What follows belongs to an exercise in optimizing a design on an open flow for small area, a short achievable clock period and few clock cycles; a production flow would make more cautious choices. RTL that was checked went through simulation tests only; none was proved equivalent to the original. Power and IR drop assume default switching activity.

==> pepper: inputs <==
## matmul_top
module matmul_top (
  input  wire        clk,
  input  wire        reset_n,
  input  wire        dut_valid,
  output wire        dut_ready,
  output wire [11:0] input_read_address,
  input  wire [31:0] input_read_data,
  output wire [11:0] weight_read_address,
  input  wire [31:0] weight_read_data,
  output wire        result_write_enable,
  output wire [11:0] result_write_address,
  output wire [31:0] result_write_data
);
  reg         ready_q;    
  reg         wait_q;     
  reg         load_q;     
  reg         run_q;      
  reg  [11:0] a_addr, b_addr, row_base;
  reg  [11:0] n_q, p_q;
  reg  [11:0] k_cnt, j_cnt, i_cnt;
  reg         k_last, j_last, i_last;    
  reg         n_one, p_one;               
  reg         v_d, f_d, l_d, e_d;
  reg         f_t, l_t, v_t, e_t;
  reg         f_u, l_u, v_u, e_u;
  reg         l_r, e_r;
  reg         we_q, wend_q;
  reg  [11:0] wr_addr;
  wire start    = ready_q & dut_valid;
  wire job_last = k_last & j_last & i_last;
  assign dut_ready           = ready_q;
  assign input_read_address  = a_addr;
  assign weight_read_address = b_addr;
  always @(posedge clk) begin
    if (!reset_n) begin
      ready_q <= 1'b1;
      wait_q  <= 1'b0;
      load_q  <= 1'b0;
      run_q   <= 1'b0;
    end else begin
      wait_q <= start;
      load_q <= wait_q;
      if (load_q)
        run_q <= 1'b1;
      else if (job_last)
        run_q <= 1'b0;
      if (start)
        ready_q <= 1'b0;
      else if (wend_q)
        ready_q <= 1'b1;
    end
  end
  always @(posedge clk) begin
    if (load_q) begin
      n_q      <= input_read_data[11:0];
      p_q      <= weight_read_data[11:0];
      n_one    <= (input_read_data[11:0] == 12'd1);
  ...
==> module matmul_top, before the edit <==
module matmul_top (
  input  wire        clk,
  input  wire        reset_n,
  input  wire        dut_valid,
  output wire        dut_ready,
  output wire [11:0] input_read_address,
  input  wire [31:0] input_read_data,
  output wire [11:0] weight_read_address,
  input  wire [31:0] weight_read_data,
  output wire        result_write_enable,
  output wire [11:0] result_write_address,
  output wire [31:0] result_write_data
);
  reg         ready_q;    
  reg         wait_q;     
  reg         load_q;     
  reg         run_q;      
  reg  [11:0] a_addr, b_addr, row_base;
  reg  [11:0] n_q, p_q;
  reg  [11:0] k_cnt, j_cnt, i_cnt;
  reg         k_last, j_last, i_last;    
  reg         n_one, p_one;               
  reg         v_d, f_d, l_d, e_d;
  reg         f_t, l_t, v_t, e_t;
  reg         f_u, l_u, v_u, e_u;
  reg         l_r, e_r;
  reg         we_q, wend_q;
  reg  [11:0] wr_addr;
  wire start    = ready_q & dut_valid;
  wire job_last = k_last & j_last & i_last;
  assign dut_ready           = ready_q;
  assign input_read_address  = a_addr;
  assign weight_read_address = b_addr;
  always @(posedge clk) begin
    if (!reset_n) begin
      ready_q <= 1'b1;
      wait_q  <= 1'b0;
      load_q  <= 1'b0;
      run_q   <= 1'b0;
    end else begin
      wait_q <= start;
      load_q <= wait_q;
      if (load_q)
        run_q <= 1'b1;
      else if (job_last)
        run_q <= 1'b0;
      if (start)
        ready_q <= 1'b0;
      else if (wend_q)
        ready_q <= 1'b1;
    end
  end
  always @(posedge clk) begin
    if (load_q) begin
      n_q      <= input_read_data[11:0];
      p_q      <= weight_read_data[11:0];
      n_one    <= (input_read_data[11:0] == 12'd1);
      p_one    <= (weight_read_data[11:0] == 12'd1);
      k_cnt    <= input_read_data[11:0];
      j_cnt    <= weight_read_data[11:0];
      i_cnt    <= input_read_data[27:16];
      k_last   <= (input_read_data[11:0] == 12'd1);
      j_last   <= (weight_read_data[11:0] == 12'd1);
      i_last   <= (input_read_data[27:16] == 12'd1);
      a_addr   <= 12'd1;
      b_addr   <= 12'd1;
      row_base <= 12'd1;
    end else if (run_q) begin
      if (!k_last) begin
        k_cnt  <= k_cnt - 12'd1;
        k_last <= (k_cnt == 12'd2);
        a_addr <= a_addr + 12'd1;
        b_addr <= b_addr + 12'd1;
      end else begin
        k_cnt  <= n_q;
        k_last <= n_one;
        if (!j_last) begin
          j_cnt  <= j_cnt - 12'd1;
          j_last <= (j_cnt == 12'd2);
          a_addr <= row_base;
          b_addr <= b_addr + 12'd1;
        end else begin
          j_cnt  <= p_q;
          j_last <= p_one;
          if (!i_last) begin
            i_cnt    <= i_cnt - 12'd1;
            i_last   <= (i_cnt == 12'd2);
            a_addr   <= a_addr + 12'd1;
            row_base <= a_addr + 12'd1;
            b_addr   <= 12'd1;
          end else begin
            a_addr <= 12'd0;
            b_addr <= 12'd0;
          end
        end
      end
    end else if (ready_q) begin
      a_addr <= 12'd0;
      b_addr <= 12'd0;
    end
  end
  reg k_first;
  always @(posedge clk) begin
    if (load_q)
      k_first <= 1'b1;
    else if (run_q)
      k_first <= k_last;
    f_d <= k_first;
    l_d <= k_last;
    f_t <= f_d;
    l_t <= l_d;
    f_u <= f_t;
    l_u <= l_t;
  end
  reg  [31:0] a_q;
  reg  [15:0] one_q, two_q, neg_q;
  reg  [31:0] acc_s, acc_c;
  reg  [1:0]  acc_x;         
  reg  [91:0] pr_q;         
  reg  [31:0] res_q;
  wire [32:0] bx = {weight_read_data, 1'b0};
  wire [31:0] ts, tc;
  wire [1:0]  tx;
  wire [91:0] pp;
  integer d;
  always @(posedge clk) begin
    a_q <= input_read_data;
    for (d = 0; d < 16; d = d + 1) begin
      one_q[d] <= bx[2*d+1] ^ bx[2*d];
      two_q[d] <= (bx[2*d+2] & ~bx[2*d+1] & ~bx[2*d]) | (~bx[2*d+2] & bx[2*d+1] & bx[2*d]);
      neg_q[d] <= bx[2*d+2];
    end
  end
  pp_tree tree1 (
    .a   (a_q),
    .one (one_q),
    .two (two_q),
    .neg (neg_q),
    .p   (pp)
  );
  acc_tree tree2 (
    .p   (pr_q),
    .as  (f_u ? 32'd0 : acc_s),
    .ac  (f_u ? 32'd0 : acc_c),
    .ax  (f_u ? 2'd0 : acc_x),
    .s   (ts),
    .c   (tc),
    .x   (tx)
  );
  always @(posedge clk) begin
    pr_q  <= pp;
    acc_s <= ts;
    acc_c <= tc;
    acc_x <= tx;
    res_q <= acc_s + acc_c + {^acc_x, 31'd0};
  end
  always @(posedge clk) begin
    if (!reset_n) begin
      v_d    <= 1'b0;
      e_d    <= 1'b0;
      v_t    <= 1'b0;
      e_t    <= 1'b0;
      v_u    <= 1'b0;
      e_u    <= 1'b0;
      l_r    <= 1'b0;
      e_r    <= 1'b0;
      we_q   <= 1'b0;
      wend_q <= 1'b0;
    end else begin
      v_d    <= run_q;
      e_d    <= run_q & job_last;
      v_t    <= v_d;
      e_t    <= e_d;
      v_u    <= v_t;
      e_u    <= e_t;
      l_r    <= v_u & l_u;
      e_r    <= e_u;
      we_q   <= l_r;
      wend_q <= e_r;
    end
  end
  always @(posedge clk) begin
    if (load_q)
      wr_addr <= 12'd0;
    else if (we_q)
      wr_addr <= wr_addr + 12'd1;
  end
  assign result_write_enable  = we_q;
  assign result_write_address = wr_addr;
  assign result_write_data    = res_q;
endmodule
==> flow/config.mk <==
export PLATFORM = sky130hd
export DESIGN_NAME = matmul_top
export DESIGN_NICKNAME = matmul_top
export VERILOG_FILES = /design/flow/design.v
export SDC_FILE = /design/flow/constraint.sdc
export NUM_CORES = 4
export LEC_CHECK = 0
export CAP_MARGIN = 20
export CORE_MARGIN = 2
export CORE_UTILIZATION = 40
export SLEW_MARGIN = 20
==> flow/constraint.sdc <==
create_clock -name core_clock -period 10.0 [get_ports {clk}]
set_input_delay 2.0000 -clock core_clock [delete_from_list [all_inputs] [get_ports {clk}]]
set_output_delay 2.0000 -clock core_clock [all_outputs]
set_load 0.01 [all_outputs]
standard.sh (not shown) runs the stock make flow with config.mk's settings and CLKGATE_MAP_FILE= SYNTH_SCRIPT=/design/flow/synth_recipe.tcl, a recipe that flattens the netlist after the stock synthesis.
==> flow/flow/run.sh <==
#!/bin/bash
# Standard ORFS layout, with repair_timing aiming for extra setup slack (and
# free to change cell footprints) so the resizer sizes the datapath for a
# shorter period than the 10 ns constraint; port buffers use buf_1; the
# clock tree uses larger sink clusters.
set -euo pipefail
bash standard.sh synth > synth.log 2>&1
bash standard.sh SETUP_SLACK_MARGIN=6.9 MATCH_CELL_FOOTPRINT=0 \
  "BUFFER_PORTS_ARGS=-buffer_cell sky130_fd_sc_hd__buf_1" \
  CTS_CLUSTER_SIZE=25 CTS_CLUSTER_DIAMETER=150 CORE_UTILIZATION=60 finish > layout.log 2>&1
==> delta (differences from pepper) <==
--- a/flow/design.v
+++ b/flow/design.v
@@ -990,6 +990,134 @@
   assign x[0] = c531;
   assign x[1] = c533;
 endmodule
+module cpa32 (
+  input  wire [31:0] a,
+  input  wire [31:0] b,
+  output wire [31:0] y
+);
+  wire [31:0] g = a & b;
+  wire [31:0] p = a ^ b;
+  wire G1 = g[1] | (p[1] & g[0]);
+  wire P1 = p[1] & p[0];
+  wire G2 = g[3] | (p[3] & g[2]);
+  wire P2 = p[3] & p[2];
+  wire G3 = g[5] | (p[5] & g[4]);
+  wire P3 = p[5] & p[4];
+  wire G4 = g[7] | (p[7] & g[6]);
+  wire P4 = p[7] & p[6];
+  wire G5 = g[9] | (p[9] & g[8]);
+  wire P5 = p[9] & p[8];
+  wire G6 = g[11] | (p[11] & g[10]);
+  wire P6 = p[11] & p[10];
+  wire G7 = g[13] | (p[13] & g[12]);
+  wire P7 = p[13] & p[12];
+  wire G8 = g[15] | (p[15] & g[14]);
+  wire P8 = p[15] & p[14];
+  wire G9 = g[17] | (p[17] & g[16]);
+  wire P9 = p[17] & p[16];
+  wire G10 = g[19] | (p[19] & g[18]);
+  wire P10 = p[19] & p[18];
+  wire G11 = g[21] | (p[21] & g[20]);
+  wire P11 = p[21] & p[20];
+  wire G12 = g[23] | (p[23] & g[22]);
+  wire P12 = p[23] & p[22];
+  wire G13 = g[25] | (p[25] & g[24]);
+  wire P13 = p[25] & p[24];
+  wire G14 = g[27] | (p[27] & g[26]);
+  wire P14 = p[27] & p[26];
+  wire G15 = g[29] | (p[29] & g[28]);
+  wire P15 = p[29] & p[28];
+  wire G16 = g[31] | (p[31] & g[30]);
+  wire P16 = p[31] & p[30];
+  wire G17 = G2 | (P2 & G1);
+  wire P17 = P2 & P1;
+  wire G18 = G4 | (P4 & G3);
+  wire P18 = P4 & P3;
+  wire G19 = G6 | (P6 & G5);
+  wire P19 = P6 & P5;
+  wire G20 = G8 | (P8 & G7);
+  wire P20 = P8 & P7;
+  wire G21 = G10 | (P10 & G9);
+  wire P21 = P10 & P9;
+  wire G22 = G12 | (P12 & G11);
+  wire P22 = P12 & P11;
+  wire G23 = G14 | (P14 & G13);
+  wire P23 = P14 & P13;
+  wire G24 = G16 | (P16 & G15);
+  wire P24 = P16 & P15;
+  wire G25 = G18 | (P18 & G17);
+  wire P25 = P18 & P17;
+  wire G26 = G20 | (P20 & G19);
+  wire P26 = P20 & P19;
+  wire G27 = G22 | (P22 & G21);
+  wire P27 = P22 & P21;
+  wire G28 = G24 | (P24 & G23);
+  wire P28 = P24 & P23;
+  wire G29 = G26 | (P26 & G25);
+  wire P29 = P26 & P25;
+  wire G30 = G28 | (P28 & G27);
+  wire P30 = P28 & P27;
+  wire G31 = G30 | (P30 & G29);
+  wire P31 = P30 & P29;
+  wire G32 = G27 | (P27 & G29);
+  wire G33 = G19 | (P19 & G25);
+  wire G34 = G21 | (P21 & G29);
+  wire G35 = G23 | (P23 & G32);
+  wire G36 = G3 | (P3 & G17);
+  wire G37 = G5 | (P5 & G25);
+  wire G38 = G7 | (P7 & G33);
+  wire G39 = G9 | (P9 & G29);
+  wire G40 = G11 | (P11 & G34);
+  wire G41 = G13 | (P13 & G32);
+  wire G42 = G15 | (P15 & G35);
+  wire G43 = g[2] | (p[2] & G1);
+  wire G44 = g[4] | (p[4] & G17);
+  wire G45 = g[6] | (p[6] & G36);
+  wire G46 = g[8] | (p[8] & G25);
+  wire G47 = g[10] | (p[10] & G37);
+  wire G48 = g[12] | (p[12] & G33);
+  wire G49 = g[14] | (p[14] & G38);
+  wire G50 = g[16] | (p[16] & G29);
+  wire G51 = g[18] | (p[18] & G39);
+  wire G52 = g[20] | (p[20] & G34);
+  wire G53 = g[22] | (p[22] & G40);
+  wire G54 = g[24] | (p[24] & G32);
+  wire G55 = g[26] | (p[26] & G41);
+  wire G56 = g[28] | (p[28] & G35);
+  wire G57 = g[30] | (p[30] & G42);
+  assign y[0] = p[0];
+  assign y[1] = p[1] ^ g[0];
+  assign y[2] = p[2] ^ G1;
+  assign y[3] = p[3] ^ G43;
+  assign y[4] = p[4] ^ G17;
+  assign y[5] = p[5] ^ G44;
+  assign y[6] = p[6] ^ G36;
+  assign y[7] = p[7] ^ G45;
+  assign y[8] = p[8] ^ G25;
+  assign y[9] = p[9] ^ G46;
+  assign y[10] = p[10] ^ G37;
+  assign y[11] = p[11] ^ G47;
+  assign y[12] = p[12] ^ G33;
+  assign y[13] = p[13] ^ G48;
+  assign y[14] = p[14] ^ G38;
+  assign y[15] = p[15] ^ G49;
+  assign y[16] = p[16] ^ G29;
+  assign y[17] = p[17] ^ G50;
+  assign y[18] = p[18] ^ G39;
+  assign y[19] = p[19] ^ G51;
+  assign y[20] = p[20] ^ G34;
+  assign y[21] = p[21] ^ G52;
+  assign y[22] = p[22] ^ G40;
+  assign y[23] = p[23] ^ G53;
+  assign y[24] = p[24] ^ G32;
+  assign y[25] = p[25] ^ G54;
+  assign y[26] = p[26] ^ G41;
+  assign y[27] = p[27] ^ G55;
+  assign y[28] = p[28] ^ G35;
+  assign y[29] = p[29] ^ G56;
+  assign y[30] = p[30] ^ G42;
+  assign y[31] = p[31] ^ G57;
+endmodule
 `timescale 1ns/1ps
 `default_nettype none
 module matmul_top (
@@ -1014,14 +1142,16 @@
   reg  [11:0] k_cnt, j_cnt, i_cnt;
   reg         k_last, j_last, i_last;    
   reg         n_one, p_one;               
-  reg         v_d, f_d, l_d, e_d;
-  reg         f_t, l_t, v_t, e_t;
-  reg         f_u, l_u, v_u, e_u;
-  reg         l_r, e_r;
-  reg         we_q, wend_q;
+  reg         v_d, l_d;
+  reg         v_t, l_t;
+  reg         v_u, l_u;
+  reg         nf_q;       
+  reg         l_r;
+  reg         we_q;
   reg  [11:0] wr_addr;
   wire start    = ready_q & dut_valid;
   wire job_last = k_last & j_last & i_last;
+  wire drained  = !(wait_q | load_q | run_q | v_d | v_t | v_u | l_r);
   assign dut_ready           = ready_q;
   assign input_read_address  = a_addr;
   assign weight_read_address = b_addr;
@@ -1040,8 +1170,8 @@
         run_q <= 1'b0;
       if (start)
         ready_q <= 1'b0;
-      else if (wend_q)
-        ready_q <= 1'b1;
+      else if (drained)
+        ready_q <= 1'b1;   
     end
   end
   always @(posedge clk) begin
@@ -1093,19 +1223,13 @@
       b_addr <= 12'd0;
     end
   end
-  reg k_first;
   always @(posedge clk) begin
-    if (load_q)
-      k_first <= 1'b1;
-    else if (run_q)
-      k_first <= k_last;
-    f_d <= k_first;
-    l_d <= k_last;
-    f_t <= f_d;
-    l_t <= l_d;
-    f_u <= f_t;
-    l_u <= l_t;
+    l_d  <= k_last;
+    l_t  <= l_d;
+    l_u  <= l_t;
+    nf_q <= v_u & ~l_u;
   end
+  wire f_u = ~nf_q;
   reg  [31:0] a_q;
   reg  [15:0] one_q, two_q, neg_q;
   reg  [31:0] acc_s, acc_c;
@@ -1141,36 +1265,28 @@
     .c   (tc),
     .x   (tx)
   );
+  wire [31:0] sum_sc;
+  cpa32 cpa0 (.a(acc_s), .b(acc_c), .y(sum_sc));
   always @(posedge clk) begin
     pr_q  <= pp;
     acc_s <= ts;
     acc_c <= tc;
     acc_x <= tx;
-    res_q <= acc_s + acc_c + {^acc_x, 31'd0};
+    res_q <= sum_sc ^ {^acc_x, 31'd0};
   end
   always @(posedge clk) begin
     if (!reset_n) begin
       v_d    <= 1'b0;
-      e_d    <= 1'b0;
       v_t    <= 1'b0;
-      e_t    <= 1'b0;
       v_u    <= 1'b0;
-      e_u    <= 1'b0;
       l_r    <= 1'b0;
-      e_r    <= 1'b0;
       we_q   <= 1'b0;
-      wend_q <= 1'b0;
     end else begin
       v_d    <= run_q;
-      e_d    <= run_q & job_last;
       v_t    <= v_d;
-      e_t    <= e_d;
       v_u    <= v_t;
-      e_u    <= e_t;
       l_r    <= v_u & l_u;
-      e_r    <= e_u;
       we_q   <= l_r;
-      wend_q <= e_r;
     end
   end
   always @(posedge clk) begin
--- a/flow/flow/run.sh
+++ b/flow/flow/run.sh
@@ -7,4 +7,4 @@
 bash standard.sh synth > synth.log 2>&1
 bash standard.sh SETUP_SLACK_MARGIN=6.9 MATCH_CELL_FOOTPRINT=0 \
   "BUFFER_PORTS_ARGS=-buffer_cell sky130_fd_sc_hd__buf_1" \
-  CTS_CLUSTER_SIZE=25 CTS_CLUSTER_DIAMETER=150 CORE_UTILIZATION=60 finish > layout.log 2>&1
+  CTS_CLUSTER_SIZE=25 CTS_CLUSTER_DIAMETER=150 CORE_UTILIZATION=70 finish > layout.log 2>&1
==> violet (differences from pepper) <==
--- a/flow/design.v
+++ b/flow/design.v
@@ -990,6 +990,134 @@
   assign x[0] = c531;
   assign x[1] = c533;
 endmodule
+module cpa32 (
+  input  wire [31:0] a,
+  input  wire [31:0] b,
+  output wire [31:0] y
+);
+  wire [31:0] g = a & b;
+  wire [31:0] p = a ^ b;
+  wire G1 = g[1] | (p[1] & g[0]);
+  wire P1 = p[1] & p[0];
+  wire G2 = g[3] | (p[3] & g[2]);
+  wire P2 = p[3] & p[2];
+  wire G3 = g[5] | (p[5] & g[4]);
+  wire P3 = p[5] & p[4];
+  wire G4 = g[7] | (p[7] & g[6]);
+  wire P4 = p[7] & p[6];
+  wire G5 = g[9] | (p[9] & g[8]);
+  wire P5 = p[9] & p[8];
+  wire G6 = g[11] | (p[11] & g[10]);
+  wire P6 = p[11] & p[10];
+  wire G7 = g[13] | (p[13] & g[12]);
+  wire P7 = p[13] & p[12];
+  wire G8 = g[15] | (p[15] & g[14]);
+  wire P8 = p[15] & p[14];
+  wire G9 = g[17] | (p[17] & g[16]);
+  wire P9 = p[17] & p[16];
+  wire G10 = g[19] | (p[19] & g[18]);
+  wire P10 = p[19] & p[18];
+  wire G11 = g[21] | (p[21] & g[20]);
+  wire P11 = p[21] & p[20];
+  wire G12 = g[23] | (p[23] & g[22]);
+  wire P12 = p[23] & p[22];
+  wire G13 = g[25] | (p[25] & g[24]);
+  wire P13 = p[25] & p[24];
+  wire G14 = g[27] | (p[27] & g[26]);
+  wire P14 = p[27] & p[26];
+  wire G15 = g[29] | (p[29] & g[28]);
+  wire P15 = p[29] & p[28];
+  wire G16 = g[31] | (p[31] & g[30]);
+  wire P16 = p[31] & p[30];
+  wire G17 = G2 | (P2 & G1);
+  wire P17 = P2 & P1;
+  wire G18 = G4 | (P4 & G3);
+  wire P18 = P4 & P3;
+  wire G19 = G6 | (P6 & G5);
+  wire P19 = P6 & P5;
+  wire G20 = G8 | (P8 & G7);
+  wire P20 = P8 & P7;
+  wire G21 = G10 | (P10 & G9);
+  wire P21 = P10 & P9;
+  wire G22 = G12 | (P12 & G11);
+  wire P22 = P12 & P11;
+  wire G23 = G14 | (P14 & G13);
+  wire P23 = P14 & P13;
+  wire G24 = G16 | (P16 & G15);
+  wire P24 = P16 & P15;
+  wire G25 = G18 | (P18 & G17);
+  wire P25 = P18 & P17;
+  wire G26 = G20 | (P20 & G19);
+  wire P26 = P20 & P19;
+  wire G27 = G22 | (P22 & G21);
+  wire P27 = P22 & P21;
+  wire G28 = G24 | (P24 & G23);
+  wire P28 = P24 & P23;
+  wire G29 = G26 | (P26 & G25);
+  wire P29 = P26 & P25;
+  wire G30 = G28 | (P28 & G27);
+  wire P30 = P28 & P27;
+  wire G31 = G30 | (P30 & G29);
+  wire P31 = P30 & P29;
+  wire G32 = G27 | (P27 & G29);
+  wire G33 = G19 | (P19 & G25);
+  wire G34 = G21 | (P21 & G29);
+  wire G35 = G23 | (P23 & G32);
+  wire G36 = G3 | (P3 & G17);
+  wire G37 = G5 | (P5 & G25);
+  wire G38 = G7 | (P7 & G33);
+  wire G39 = G9 | (P9 & G29);
+  wire G40 = G11 | (P11 & G34);
+  wire G41 = G13 | (P13 & G32);
+  wire G42 = G15 | (P15 & G35);
+  wire G43 = g[2] | (p[2] & G1);
+  wire G44 = g[4] | (p[4] & G17);
+  wire G45 = g[6] | (p[6] & G36);
+  wire G46 = g[8] | (p[8] & G25);
+  wire G47 = g[10] | (p[10] & G37);
+  wire G48 = g[12] | (p[12] & G33);
+  wire G49 = g[14] | (p[14] & G38);
+  wire G50 = g[16] | (p[16] & G29);
+  wire G51 = g[18] | (p[18] & G39);
+  wire G52 = g[20] | (p[20] & G34);
+  wire G53 = g[22] | (p[22] & G40);
+  wire G54 = g[24] | (p[24] & G32);
+  wire G55 = g[26] | (p[26] & G41);
+  wire G56 = g[28] | (p[28] & G35);
+  wire G57 = g[30] | (p[30] & G42);
+  assign y[0] = p[0];
+  assign y[1] = p[1] ^ g[0];
+  assign y[2] = p[2] ^ G1;
+  assign y[3] = p[3] ^ G43;
+  assign y[4] = p[4] ^ G17;
+  assign y[5] = p[5] ^ G44;
+  assign y[6] = p[6] ^ G36;
+  assign y[7] = p[7] ^ G45;
+  assign y[8] = p[8] ^ G25;
+  assign y[9] = p[9] ^ G46;
+  assign y[10] = p[10] ^ G37;
+  assign y[11] = p[11] ^ G47;
+  assign y[12] = p[12] ^ G33;
+  assign y[13] = p[13] ^ G48;
+  assign y[14] = p[14] ^ G38;
+  assign y[15] = p[15] ^ G49;
+  assign y[16] = p[16] ^ G29;
+  assign y[17] = p[17] ^ G50;
+  assign y[18] = p[18] ^ G39;
+  assign y[19] = p[19] ^ G51;
+  assign y[20] = p[20] ^ G34;
+  assign y[21] = p[21] ^ G52;
+  assign y[22] = p[22] ^ G40;
+  assign y[23] = p[23] ^ G53;
+  assign y[24] = p[24] ^ G32;
+  assign y[25] = p[25] ^ G54;
+  assign y[26] = p[26] ^ G41;
+  assign y[27] = p[27] ^ G55;
+  assign y[28] = p[28] ^ G35;
+  assign y[29] = p[29] ^ G56;
+  assign y[30] = p[30] ^ G42;
+  assign y[31] = p[31] ^ G57;
+endmodule
 `timescale 1ns/1ps
 `default_nettype none
 module matmul_top (
@@ -1141,12 +1269,14 @@
     .c   (tc),
     .x   (tx)
   );
+  wire [31:0] sum_sc;
+  cpa32 cpa0 (.a(acc_s), .b(acc_c), .y(sum_sc));
   always @(posedge clk) begin
     pr_q  <= pp;
     acc_s <= ts;
     acc_c <= tc;
     acc_x <= tx;
-    res_q <= acc_s + acc_c + {^acc_x, 31'd0};
+    res_q <= sum_sc ^ {^acc_x, 31'd0};
   end
   always @(posedge clk) begin
     if (!reset_n) begin
==> notes.md <==
item	pepper	delta	violet
Status	no timing/DRC/antenna violations	no timing/DRC/antenna violations	no timing/DRC/antenna violations
Clock Network Area Fraction	0.02124	0.01993	0.02184
Power attributed to combinational cells	3.94 mW	2.88 mW	3.45 mW
CTS buffer count	20	19	20
Placeable core region	41760 um2	34540 um2	40740 um2
Total inserted antenna cells	0	2	3
Non-Clock Buffer Count	187	173	204
Data arrival time of the critical path	1.07 ns	1.08 ns	1.07 ns
Area of placed instances	25960 um2	25180 um2	25480 um2
Highest signal layer in the routed design	met4	met4	met5
Portion of total power attributed to the clock network	0.124	0.139	0.133
Internal power consumption	4.237 mW	3.717 mW	4.114 mW
PnR Total Power	7.329 mW	6.139 mW	6.847 mW
Launch point of the critical path	b_addr[3]	b_addr[9]	wr_addr[4]
Count of sequential standard cells	402	394	402
Sequential power	2.48 mW	2.41 mW	2.48 mW
Testbench counts of delta, summed over its fixed seeds: cycles 70,323.
Testbench counts of violet, summed over its fixed seeds: cycles 70,323.
Function not checked in pepper: the RTL went through the layout flow alone.

what the ideal ports hide:
No port has a modelled driver above. Below, the same layouts with a new extraction and two added sets of constraints. Step 1 assumes that a clkbuf_16 drives the clock port and a buf_2 every other input. Step 2 adds t to the input delays and takes it off the output delays; t is the mean of the earliest and latest rising clock arrival at the registers after step 1. Input paths then give back, and output paths get back, about the clock's delay inside the block. Three values: ideal, step 1, step 2; two values: the first two.
run | shift t [ns] | setup WS [ns] | worst setup path at the end | latest minus earliest clock arrival (ns)
pepper | 0.605 | 6.932 / 6.873 / 6.736 | input to register | 0.039 / 0.039
delta | 0.591 | 6.925 / 6.870 / 6.948 | register to register | 0.020 / 0.020
violet | 0.617 | 6.931 / 6.874 / 6.841 | input to register | 0.035 / 0.035
After both steps every run listed still meets setup and hold. The setup slack of pepper, which loses most, moves by -0.059 ns with the drivers and by -0.196 ns with both steps.
